What follows belongs to an exercise in optimizing a design on an open flow for small area; a production flow would make more cautious choices. Where RTL was checked, it was by simulation tests only, not by an equivalence proof against the original.

==> inputs of branch violet <==
==> flow/design.v <==
`default_nettype none
package rename_cfg_pkg;
    localparam int num_arch_regs = 32;
    localparam int arch_idx_w    = 5;    
    localparam int num_phys_regs = 128;
    localparam int phys_tag_w    = 7;    
    localparam int fl_ptr_w = phys_tag_w + 1;
    localparam int num_ckpt   = 8;
    localparam int ckpt_idx_w = 3;
    localparam int init_free_count = num_phys_regs - num_arch_regs;
endpackage
`default_nettype wire
`default_nettype none
package rename_if_pkg;
    localparam int num_arch_regs = 32;
    localparam int arch_idx_w    = 5;
    localparam int phys_tag_w    = 7;
    localparam int fl_ptr_w      = 8;
    localparam int ckpt_idx_w    = 3;
    typedef logic [phys_tag_w-1:0] phys_tag_t;
    typedef logic [arch_idx_w-1:0] arch_idx_t;
    typedef logic [fl_ptr_w-1:0]   fl_ptr_t;
    typedef phys_tag_t [num_arch_regs-1:0] map_image_t;
    typedef struct packed {
        logic      valid;
        logic      has_dest;
        arch_idx_t dest;
        arch_idx_t src1;
        arch_idx_t src2;
    } rename_req_t;
    typedef struct packed {
        logic      valid;
        phys_tag_t src1_tag;
        phys_tag_t src2_tag;
        phys_tag_t dest_tag;     
        phys_tag_t old_tag;      
    } rename_rsp_t;
    typedef struct packed {
        logic      valid;
        phys_tag_t tag;
    } release_t;
    typedef struct packed {
        logic                                save;
        logic [ckpt_idx_w-1:0] save_slot;
        logic                                restore;
        logic [ckpt_idx_w-1:0] restore_slot;
    } ckpt_cmd_t;
    function automatic logic [num_arch_regs*phys_tag_w-1:0] identity_image();
        logic [num_arch_regs*phys_tag_w-1:0] img;
        for (int i = 0; i < num_arch_regs; i++) begin
            img[i*phys_tag_w +: phys_tag_w] = i;
        end
        identity_image = img;
    endfunction
endpackage
`default_nettype wire
`timescale 1ns/1ps
`default_nettype none
module free_list (
    input  wire logic                   clk,
    input  wire logic                   reset,
    input  wire logic                   alloc,
    input  wire rename_if_pkg::release_t rel,
    input  wire logic                   restore,
    input  wire rename_if_pkg::fl_ptr_t  restore_head,
    output rename_if_pkg::phys_tag_t    head_tag,
    output rename_if_pkg::fl_ptr_t      head_next,
    output logic                        nonempty
);
    localparam int depth = rename_cfg_pkg::init_free_count;
    logic [depth*rename_cfg_pkg::phys_tag_w-1:0] fl_q;
    rename_if_pkg::fl_ptr_t head_q;
    rename_if_pkg::fl_ptr_t tail_q;
    function automatic rename_if_pkg::fl_ptr_t ptr_inc(input rename_if_pkg::fl_ptr_t p);
        if (p[6:0] == 7'(depth - 1)) ptr_inc = {~p[7], 7'd0};
        else                          ptr_inc = {p[7], p[6:0] + 7'd1};
    endfunction
    assign nonempty = (head_q != tail_q);
    assign head_tag = fl_q[head_q[6:0]*rename_cfg_pkg::phys_tag_w +: rename_cfg_pkg::phys_tag_w];
    always_comb begin
        head_next = head_q;
        if (restore) begin
            head_next = restore_head;    
        end else if (alloc) begin
            head_next = ptr_inc(head_q);
        end
    end
    always_ff @(posedge clk) begin
        if (reset) begin
            head_q <= '0;
            tail_q <= 8'h80;             
        end else begin
            head_q <= head_next;
            if (rel.valid) tail_q <= ptr_inc(tail_q);
        end
    end
    always_ff @(posedge clk) begin
        for (int i = 0; i < depth; i++) begin
            if (reset) begin
                fl_q[i*rename_cfg_pkg::phys_tag_w +: rename_cfg_pkg::phys_tag_w] <= rename_if_pkg::phys_tag_t'(rename_cfg_pkg::num_arch_regs + i);
            end else if (rel.valid && tail_q[6:0] == 7'(i)) begin
                fl_q[i*rename_cfg_pkg::phys_tag_w +: rename_cfg_pkg::phys_tag_w] <= rel.tag;    
            end
        end
    end
endmodule
`default_nettype wire
`timescale 1ns/1ps
`default_nettype none
module map_table (
    input  wire logic                      clk,
    input  wire logic                      reset,
    input  wire rename_if_pkg::arch_idx_t  src1,
    input  wire rename_if_pkg::arch_idx_t  src2,
    input  wire rename_if_pkg::arch_idx_t  dest,
    input  wire logic                      update,
    input  wire rename_if_pkg::phys_tag_t  new_tag,
    input  wire logic                      restore,
    input  wire logic [rename_cfg_pkg::num_arch_regs*rename_cfg_pkg::phys_tag_w-1:0] restore_image,
    output rename_if_pkg::phys_tag_t       src1_tag,
    output rename_if_pkg::phys_tag_t       src2_tag,
    output rename_if_pkg::phys_tag_t       old_tag,
    output logic [rename_cfg_pkg::num_arch_regs*rename_cfg_pkg::phys_tag_w-1:0] image_next
);
    logic [rename_cfg_pkg::num_arch_regs*rename_cfg_pkg::phys_tag_w-1:0] map_q;    
    assign src1_tag = map_q[src1*rename_cfg_pkg::phys_tag_w +: rename_cfg_pkg::phys_tag_w];
    assign src2_tag = map_q[src2*rename_cfg_pkg::phys_tag_w +: rename_cfg_pkg::phys_tag_w];
    assign old_tag  = map_q[dest*rename_cfg_pkg::phys_tag_w +: rename_cfg_pkg::phys_tag_w];
    always_comb begin
        image_next = map_q;
        if (restore) begin
            image_next = restore_image;      
        end else if (update) begin
            image_next[dest*rename_cfg_pkg::phys_tag_w +: rename_cfg_pkg::phys_tag_w] = new_tag;
        end
    end
    always_ff @(posedge clk) begin
        if (reset) begin
            map_q <= rename_if_pkg::identity_image();
        end else begin
            map_q <= image_next;
        end
    end
endmodule
`default_nettype wire
`timescale 1ns/1ps
`default_nettype none
module checkpoint_store #(
    parameter int width = 1
) (
    input  wire logic                                  clk,
    input  wire logic                                  reset,
    input  wire logic                                  save,
    input  wire logic [rename_cfg_pkg::ckpt_idx_w-1:0] save_slot,
    input  wire logic [rename_cfg_pkg::ckpt_idx_w-1:0] restore_slot,
    input  wire logic [width-1:0]                       wr_data,
    output logic [width-1:0]                            rd_data
);
    logic [width-1:0] slot_mem [rename_cfg_pkg::num_ckpt];
    always_ff @(posedge clk) begin
        if (save) begin
            slot_mem[save_slot] <= wr_data;
        end
    end
    assign rd_data = slot_mem[restore_slot];    
endmodule
`default_nettype wire
`timescale 1ns/1ps
`default_nettype none
module rename_unit (
    input  wire logic                      clk,
    input  wire logic                      reset,
    input  wire rename_if_pkg::rename_req_t req,
    input  wire rename_if_pkg::release_t   rel,
    input  wire rename_if_pkg::ckpt_cmd_t  ckpt,
    output rename_if_pkg::rename_rsp_t     rsp,
    output logic                           ready
);
    logic accept;
    logic alloc;
    logic nonempty;
    rename_if_pkg::phys_tag_t  head_tag;
    rename_if_pkg::fl_ptr_t    head_next;
    rename_if_pkg::fl_ptr_t    saved_head;
    rename_if_pkg::phys_tag_t  src1_tag;
    rename_if_pkg::phys_tag_t  src2_tag;
    rename_if_pkg::phys_tag_t  old_tag;
    rename_if_pkg::map_image_t image_next;
    rename_if_pkg::map_image_t saved_image;
    rename_if_pkg::rename_rsp_t rsp_q;
    assign ready = nonempty;
    assign accept = req.valid && (!req.has_dest || ready) && !ckpt.restore;
    assign alloc  = accept && req.has_dest;
    free_list i_free_list (
        .clk          (clk),
        .reset        (reset),
        .alloc        (alloc),
        .rel          (rel),
        .restore      (ckpt.restore),
        .restore_head (saved_head),
        .head_tag     (head_tag),
        .head_next    (head_next),
        .nonempty     (nonempty)
    );
    map_table i_map_table (
        .clk           (clk),
        .reset         (reset),
        .src1          (req.src1),
        .src2          (req.src2),
        .dest          (req.dest),
        .update        (alloc),
        .new_tag       (head_tag),
        .restore       (ckpt.restore),
        .restore_image (saved_image),
        .src1_tag      (src1_tag),
        .src2_tag      (src2_tag),
        .old_tag       (old_tag),
        .image_next    (image_next)
    );
    checkpoint_store #(.width(rename_cfg_pkg::fl_ptr_w)) i_ckpt_head (
        .clk          (clk),
        .reset        (reset),
        .save         (ckpt.save),
        .save_slot    (ckpt.save_slot),
        .restore_slot (ckpt.restore_slot),
        .wr_data      (head_next),
        .rd_data      (saved_head)
    );
    checkpoint_store #(.width(rename_cfg_pkg::num_arch_regs * rename_cfg_pkg::phys_tag_w)) i_ckpt_map (
        .clk          (clk),
        .reset        (reset),
        .save         (ckpt.save),
        .save_slot    (ckpt.save_slot),
        .restore_slot (ckpt.restore_slot),
        .wr_data      (image_next),
        .rd_data      (saved_image)
    );
    always_ff @(posedge clk) begin
        if (reset) begin
            rsp_q.valid <= 1'b0;
        end else begin
            rsp_q.valid <= accept;
            if (accept) begin
                rsp_q.src1_tag <= src1_tag;
                rsp_q.src2_tag <= src2_tag;
                rsp_q.dest_tag <= alloc ? head_tag : '0;
                rsp_q.old_tag  <= alloc ? old_tag : '0;
            end
        end
    end
    assign rsp = rsp_q;
endmodule
`default_nettype wire
`timescale 1ns/1ps
`default_nettype none
module rename_top (
    input  wire logic       clk,
    input  wire logic       reset,
    input  wire logic       req_valid,
    input  wire logic       req_has_dest,
    input  wire logic [4:0] req_dest,
    input  wire logic [4:0] req_src1,
    input  wire logic [4:0] req_src2,
    input  wire logic       rel_valid,
    input  wire logic [6:0] rel_tag,
    input  wire logic       ckpt_save,
    input  wire logic [2:0] ckpt_save_slot,
    input  wire logic       ckpt_restore,
    input  wire logic [2:0] ckpt_restore_slot,
    output logic            rsp_valid,
    output logic      [6:0] rsp_src1_tag,
    output logic      [6:0] rsp_src2_tag,
    output logic      [6:0] rsp_dest_tag,
    output logic      [6:0] rsp_old_tag,
    output logic            ready
);
    rename_if_pkg::rename_req_t req;
    rename_if_pkg::release_t    rel;
    rename_if_pkg::ckpt_cmd_t   ckpt;
    rename_if_pkg::rename_rsp_t rsp;
    assign req.valid         = req_valid;
    assign req.has_dest      = req_has_dest;
    assign req.dest          = req_dest;
    assign req.src1          = req_src1;
    assign req.src2          = req_src2;
    assign rel.valid         = rel_valid;
    assign rel.tag           = rel_tag;
    assign ckpt.save         = ckpt_save;
    assign ckpt.save_slot    = ckpt_save_slot;
    assign ckpt.restore      = ckpt_restore;
    assign ckpt.restore_slot = ckpt_restore_slot;
    rename_unit i_rename_unit (
        .clk   (clk),
        .reset (reset),
        .req   (req),
        .rel   (rel),
        .ckpt  (ckpt),
        .rsp   (rsp),
        .ready (ready)
    );
    assign rsp_valid    = rsp.valid;
    assign rsp_src1_tag = rsp.src1_tag;
    assign rsp_src2_tag = rsp.src2_tag;
    assign rsp_dest_tag = rsp.dest_tag;
    assign rsp_old_tag  = rsp.old_tag;
endmodule
`default_nettype wire
==> flow/run.sh <==
#!/bin/bash
# synth_recipe.tcl (not shown) runs the flow's synth.tcl, then flattens the netlist and writes it again
# the make line also repeats each setting of config.mk as NAME=value (left out here)
make -C /OpenROAD-flow-scripts/flow DESIGN_CONFIG=/design/flow/config.mk WORK_HOME=/design/flow/orfs CLKGATE_MAP_FILE= SYNTH_SCRIPT=/design/flow/synth_recipe.tcl finish
==> flow/config.mk <==
export PLATFORM = sky130hd
export DESIGN_NAME = rename_top
export DESIGN_NICKNAME = rename_top
export VERILOG_FILES = /design/flow/design.v
export SDC_FILE = /design/flow/constraint.sdc
export NUM_CORES = 4
export LEC_CHECK = 0
export ABC_AREA = 1
export CAP_MARGIN = 20
export CORE_MARGIN = 2
export CORE_UTILIZATION = 40
export PLACE_DENSITY = 0.6
export SLEW_MARGIN = 20
==> flow/constraint.sdc <==
create_clock -name core_clock -period 6.0 [get_ports {clk}]
set_input_delay 1.2000 -clock core_clock [delete_from_list [all_inputs] [get_ports {clk}]]
set_output_delay 1.2000 -clock core_clock [all_outputs]
set_load 0.01 [all_outputs]
==> inputs of branch yarrow, as changes to branch violet <==
--- a/flow/design.v
+++ b/flow/design.v
@@ -69,12 +69,14 @@
 );
-    localparam int depth = rename_cfg_pkg::init_free_count;
-    logic [depth*rename_cfg_pkg::phys_tag_w-1:0] fl_q;
+    rename_if_pkg::phys_tag_t fl_mem [rename_cfg_pkg::num_phys_regs];
     rename_if_pkg::fl_ptr_t head_q;
     rename_if_pkg::fl_ptr_t tail_q;
-    function automatic rename_if_pkg::fl_ptr_t ptr_inc(input rename_if_pkg::fl_ptr_t p);
-        if (p[6:0] == 7'(depth - 1)) ptr_inc = {~p[7], 7'd0};
-        else                          ptr_inc = {p[7], p[6:0] + 7'd1};
-    endfunction
-    assign nonempty = (head_q != tail_q);
-    assign head_tag = fl_q[head_q[6:0]*rename_cfg_pkg::phys_tag_w +: rename_cfg_pkg::phys_tag_w];
+    rename_if_pkg::fl_ptr_t tail_next;
+    rename_if_pkg::fl_ptr_t free_count;
+    logic [rename_cfg_pkg::fl_ptr_w-2:0] head_idx;
+    logic [rename_cfg_pkg::fl_ptr_w-2:0] tail_idx;
+    assign head_idx = head_q[rename_cfg_pkg::fl_ptr_w-2:0];
+    assign tail_idx = tail_q[rename_cfg_pkg::fl_ptr_w-2:0];
+    assign free_count = tail_q - head_q;     
+    assign nonempty   = (free_count != '0);
+    assign head_tag   = fl_mem[head_idx];
     always_comb begin
@@ -84,3 +86,9 @@
         end else if (alloc) begin
-            head_next = ptr_inc(head_q);
+            head_next = head_q + 1'b1;
+        end
+    end
+    always_comb begin
+        tail_next = tail_q;
+        if (rel.valid) begin
+            tail_next = tail_q + 1'b1;
         end
@@ -90,6 +98,6 @@
             head_q <= '0;
-            tail_q <= 8'h80;             
+            tail_q <= rename_if_pkg::fl_ptr_t'(rename_cfg_pkg::init_free_count);
         end else begin
             head_q <= head_next;
-            if (rel.valid) tail_q <= ptr_inc(tail_q);
+            tail_q <= tail_next;
         end
@@ -97,8 +105,8 @@
     always_ff @(posedge clk) begin
-        for (int i = 0; i < depth; i++) begin
-            if (reset) begin
-                fl_q[i*rename_cfg_pkg::phys_tag_w +: rename_cfg_pkg::phys_tag_w] <= rename_if_pkg::phys_tag_t'(rename_cfg_pkg::num_arch_regs + i);
-            end else if (rel.valid && tail_q[6:0] == 7'(i)) begin
-                fl_q[i*rename_cfg_pkg::phys_tag_w +: rename_cfg_pkg::phys_tag_w] <= rel.tag;    
+        if (reset) begin
+            for (int i = 0; i < rename_cfg_pkg::init_free_count; i++) begin
+                fl_mem[i] <= rename_if_pkg::phys_tag_t'(rename_cfg_pkg::num_arch_regs + i);
             end
+        end else if (rel.valid) begin
+            fl_mem[tail_idx] <= rel.tag;     
         end
@@ -156,2 +164,3 @@
     input  wire logic [width-1:0]                       wr_data,
+    input  wire logic [width-1:0]                       reset_value,
     output logic [width-1:0]                            rd_data
@@ -160,3 +169,7 @@
     always_ff @(posedge clk) begin
-        if (save) begin
+        if (reset) begin
+            for (int i = 0; i < rename_cfg_pkg::num_ckpt; i++) begin
+                slot_mem[i] <= reset_value;
+            end
+        end else if (save) begin
             slot_mem[save_slot] <= wr_data;
@@ -226,2 +239,3 @@
         .wr_data      (head_next),
+        .reset_value  (rename_if_pkg::fl_ptr_t'(0)),
         .rd_data      (saved_head)
@@ -235,2 +249,3 @@
         .wr_data      (image_next),
+        .reset_value  (rename_if_pkg::identity_image()),
         .rd_data      (saved_image)
ABC_AREA = not set   (was 1)
==> notes <==
Of branch violet and branch yarrow, branch yarrow has the higher non-clock buffer count (gap 164).
Of branch violet and branch yarrow, branch violet has the higher worst setup slack (gap 670 ps).
In branch violet the area after synthesis is lower than in branch yarrow, by 14%.
In branch yarrow the register-to-register slack is lower than in branch violet, by 220 ps.
Of branch yarrow and branch violet, branch yarrow has the higher clock skew (gap 13 ps).
No functional check of the RTL was part of branch yarrow.

## afterwards: timing with drivers on the ports
Ports are ideal in the flow. The routed layouts listed here were re-timed in OpenROAD.
Step 1 assumes that a clkbuf_16 drives the clock port and a buf_2 every other input.
Step 2, shift: input delay + t, output delay - t, t = (earliest + latest rising clock arrival at the registers) / 2. This alone moves slack from input paths to output paths.
a / b / c = ideal ports / drivers / drivers and shift; a / b = the first two.
run | shift t [ns] | setup slack, ns | worst register clock-pin slew, ns
branch violet | 0.988 | 1.019 / 1.019 / 0.670 | 0.08 / 0.08
branch yarrow | 1.012 | 0.349 / 0.251 / 0.363 | 0.07 / 0.07
After both steps setup and hold are still met in every run listed. The setup slack of branch violet, which loses most, moves by 0.000 ns with the drivers and by -0.349 ns with both steps.
